This design comes from an exercise in tuning for small area on the open sky130 flow, not from production work.
Function was checked by simulation only, so behaviour that the tests miss may differ from the original.

## window_clipped_box_coverage_core
module window_clipped_box_coverage_core #(
  parameter int MAX_DIM   = wcbc_pkg::MAX_DIM_DEF,
  parameter int AREA_BITS = wcbc_pkg::AREA_BITS_DEF
) (
  input  logic                  clk,
  input  logic                  rst_n,
  input  logic                  in_valid,
  input  logic [77:0]           in_item,
  output logic                  in_stall,
  output logic                  out_valid,
  output logic [80:0]           out_item,
  input  logic                  out_stall,
  input  logic                  cfg_psel,
  input  logic                  cfg_penable,
  input  logic                  cfg_pwrite,
  input  logic [wcbc_pkg::CFG_ADDR_W-1:0] cfg_paddr,
  input  logic [wcbc_pkg::CFG_DATA_W-1:0] cfg_pwdata,
  output logic [wcbc_pkg::CFG_DATA_W-1:0] cfg_prdata,
  output logic                  cfg_pready
);
export LEC_CHECK = 0
export ABC_AREA = 1
export CAP_MARGIN = 20
export CORE_MARGIN = 2
export CORE_UTILIZATION = 75
export CTS_BUF_LIST = sky130_fd_sc_hd__clkbuf_8
export CTS_CLUSTER_DIAMETER = 60
export CTS_CLUSTER_SIZE = 20
export GPL_TIMING_DRIVEN = 0
export SLEW_MARGIN = 20
create_clock -name core_clock -period 10.0 [get_ports {clk}]
standard.sh (not shown) runs the stock make flow with config.mk's settings and CLKGATE_MAP_FILE= SYNTH_SCRIPT=/design/flow/synth_recipe.tcl, a recipe that flattens the netlist after the stock synthesis.
==> flow/flow/run.sh <==
#!/bin/bash
# Layout flow: the standard ORFS flow (standard.sh) with these changes:
#  - after the standard synthesis, its combinational gates are re-mapped with a
#    stronger ABC script (flow/reopt.tcl); the flip-flops stay exactly as the
#    standard synthesis made them (same cells, names and connections);
#  - every input and output port still gets its own buffer, but the smallest
#    one (buf_1) instead of the default clkdlybuf4s50_1;
#  - the clock tree is built from clkbuf_4 cells without dummy loads;
#  - the constant outputs share one tie cell each for 0 and 1 (no tie fanout repair).
# Logs: synth.log, reopt.log (with reopt_before.txt/reopt_after.txt area
# reports) and standard.log here; each ORFS step's own log is in orfs/logs/.
set -euo pipefail
export BUFFER_PORTS_ARGS="-buffer_cell sky130_fd_sc_hd__buf_1"
export SKIP_REPAIR_TIE_FANOUT=1
export CTS_ARGS="-sink_clustering_enable -repair_clock_nets -dont_use_dummy_load -buf_list sky130_fd_sc_hd__clkbuf_4 -sink_clustering_size 10 -sink_clustering_max_diameter 40"
res=orfs/results/$FLOW_PLATFORM/window_clipped_box_coverage_core/base
bash standard.sh synth > synth.log 2>&1
yosys -c flow/reopt.tcl > reopt.log 2>&1
rm -f "$res/1_synth.odb" "$res/1_synth.sdc"
bash standard.sh > standard.log 2>&1
==> flow/flow/reopt.tcl <==
# Re-map the combinational logic of the standard synthesis netlist with a
# stronger ABC script. Flip-flops (their cells, names and connections) are left
# as the standard synthesis made them; only the gates between them change.
yosys -import
set lib $::env(FLOW_HOME)/platforms/$::env(FLOW_PLATFORM)/lib/sky130_fd_sc_hd__tt_025C_1v80.lib
set res orfs/results/$::env(FLOW_PLATFORM)/window_clipped_box_coverage_core/base
set dont_use {sky130_fd_sc_hd__probe_p_8 sky130_fd_sc_hd__probec_p_8 sky130_fd_sc_hd__lpflow_bleeder_1 sky130_fd_sc_hd__lpflow_clkbufkapwr_1 sky130_fd_sc_hd__lpflow_clkbufkapwr_16 sky130_fd_sc_hd__lpflow_clkbufkapwr_2 sky130_fd_sc_hd__lpflow_clkbufkapwr_4 sky130_fd_sc_hd__lpflow_clkbufkapwr_8 sky130_fd_sc_hd__lpflow_clkinvkapwr_1 sky130_fd_sc_hd__lpflow_clkinvkapwr_16 sky130_fd_sc_hd__lpflow_clkinvkapwr_2 sky130_fd_sc_hd__lpflow_clkinvkapwr_4 sky130_fd_sc_hd__lpflow_clkinvkapwr_8 sky130_fd_sc_hd__lpflow_decapkapwr_12 sky130_fd_sc_hd__lpflow_decapkapwr_3 sky130_fd_sc_hd__lpflow_decapkapwr_4 sky130_fd_sc_hd__lpflow_decapkapwr_6 sky130_fd_sc_hd__lpflow_decapkapwr_8 sky130_fd_sc_hd__lpflow_inputiso0n_1 sky130_fd_sc_hd__lpflow_inputiso0p_1 sky130_fd_sc_hd__lpflow_inputiso1n_1 sky130_fd_sc_hd__lpflow_inputiso1p_1 sky130_fd_sc_hd__lpflow_inputisolatch_1 sky130_fd_sc_hd__lpflow_isobufsrc_1 sky130_fd_sc_hd__lpflow_isobufsrc_16 sky130_fd_sc_hd__lpflow_isobufsrc_2 sky130_fd_sc_hd__lpflow_isobufsrc_4 sky130_fd_sc_hd__lpflow_isobufsrc_8 sky130_fd_sc_hd__lpflow_isobufsrckapwr_16 sky130_fd_sc_hd__lpflow_lsbuf_lh_hl_isowell_tap_1 sky130_fd_sc_hd__lpflow_lsbuf_lh_hl_isowell_tap_2 sky130_fd_sc_hd__lpflow_lsbuf_lh_hl_isowell_tap_4 sky130_fd_sc_hd__lpflow_lsbuf_lh_isowell_4 sky130_fd_sc_hd__lpflow_lsbuf_lh_isowell_tap_1 sky130_fd_sc_hd__lpflow_lsbuf_lh_isowell_tap_2 sky130_fd_sc_hd__lpflow_lsbuf_lh_isowell_tap_4 }
read_liberty -wb -ignore_miss_func $lib
read_verilog $res/1_2_yosys.v
hierarchy -top $::env(FLOW_TOP)
select -set comb t:sky130_fd_sc_hd__* t:sky130_fd_sc_hd__*df* %d
tee -o reopt_before.txt stat -liberty $lib
flatten -wb @comb
select -clear
opt -purge
set du_args {}
foreach c $dont_use { lappend du_args -dont_use $c }
abc -liberty $lib {*}$du_args -script "+strash;dc2;dc2;&get -n;&deepsyn -T 60;&nf -a -R 1000 -E 100 -A 20;&put"
opt_clean -purge
splitnets
opt_clean -purge
hilomap -singleton -hicell sky130_fd_sc_hd__conb_1 HI -locell sky130_fd_sc_hd__conb_1 LO

tee -o reopt_after.txt stat -liberty $lib
check -assert -mapped
write_verilog -noattr -nohex -nodec $res/1_2_yosys.v
Then changed:
--- a/flow/flow/reopt.tcl
+++ b/flow/flow/reopt.tcl
@@ -21,5 +21,5 @@
 opt_clean -purge
 hilomap -singleton -hicell sky130_fd_sc_hd__conb_1 HI -locell sky130_fd_sc_hd__conb_1 LO
-
+insbuf -buf sky130_fd_sc_hd__buf_4 A X
 tee -o reopt_after.txt stat -liberty $lib
 check -assert -mapped
CORE_UTILIZATION = 60   (was 75)
GPL_TIMING_DRIVEN = default   (was 0)
What happened: Cell count goes up by 5.3%; maximum frequency climbs by 7.2%; count of clock-buffer cells in the layout came out higher by 4; core utilization drops by 20 points; cell area rose by 1.4%.

[afterwards: timing with drivers on the ports]
The results above use ideal ports. As a check the final layouts listed here were re-extracted and re-timed, cells and wires unchanged.
Step 1 (the two cells are an assumption about what drives the block):
set clk [get_ports {clk}]
set_driving_cell -lib_cell sky130_fd_sc_hd__clkbuf_16 $clk
set_driving_cell -lib_cell sky130_fd_sc_hd__buf_2 [delete_from_list [all_inputs] $clk]
Step 2 times the ports against the registers' clock, not the clock port: input delays grow and output delays shrink by t, the midpoint of the rising clock arrivals with the driver on.
Three values: ideal, step 1, step 2; two values: the first two.
run	shift t [ns]	setup WS [ns]	worst setup path at the end	cell pins on the clock port's net
the first run	0.704	3.775 / 3.775 / 3.677	input to register	1
the second run	0.621	4.195 / 4.195 / 3.949	input to register	1
After both steps setup and hold are still met in every run listed. For the second run, which loses most, drivers alone change the setup slack by 0.000 ns; drivers and shift together by -0.246 ns.
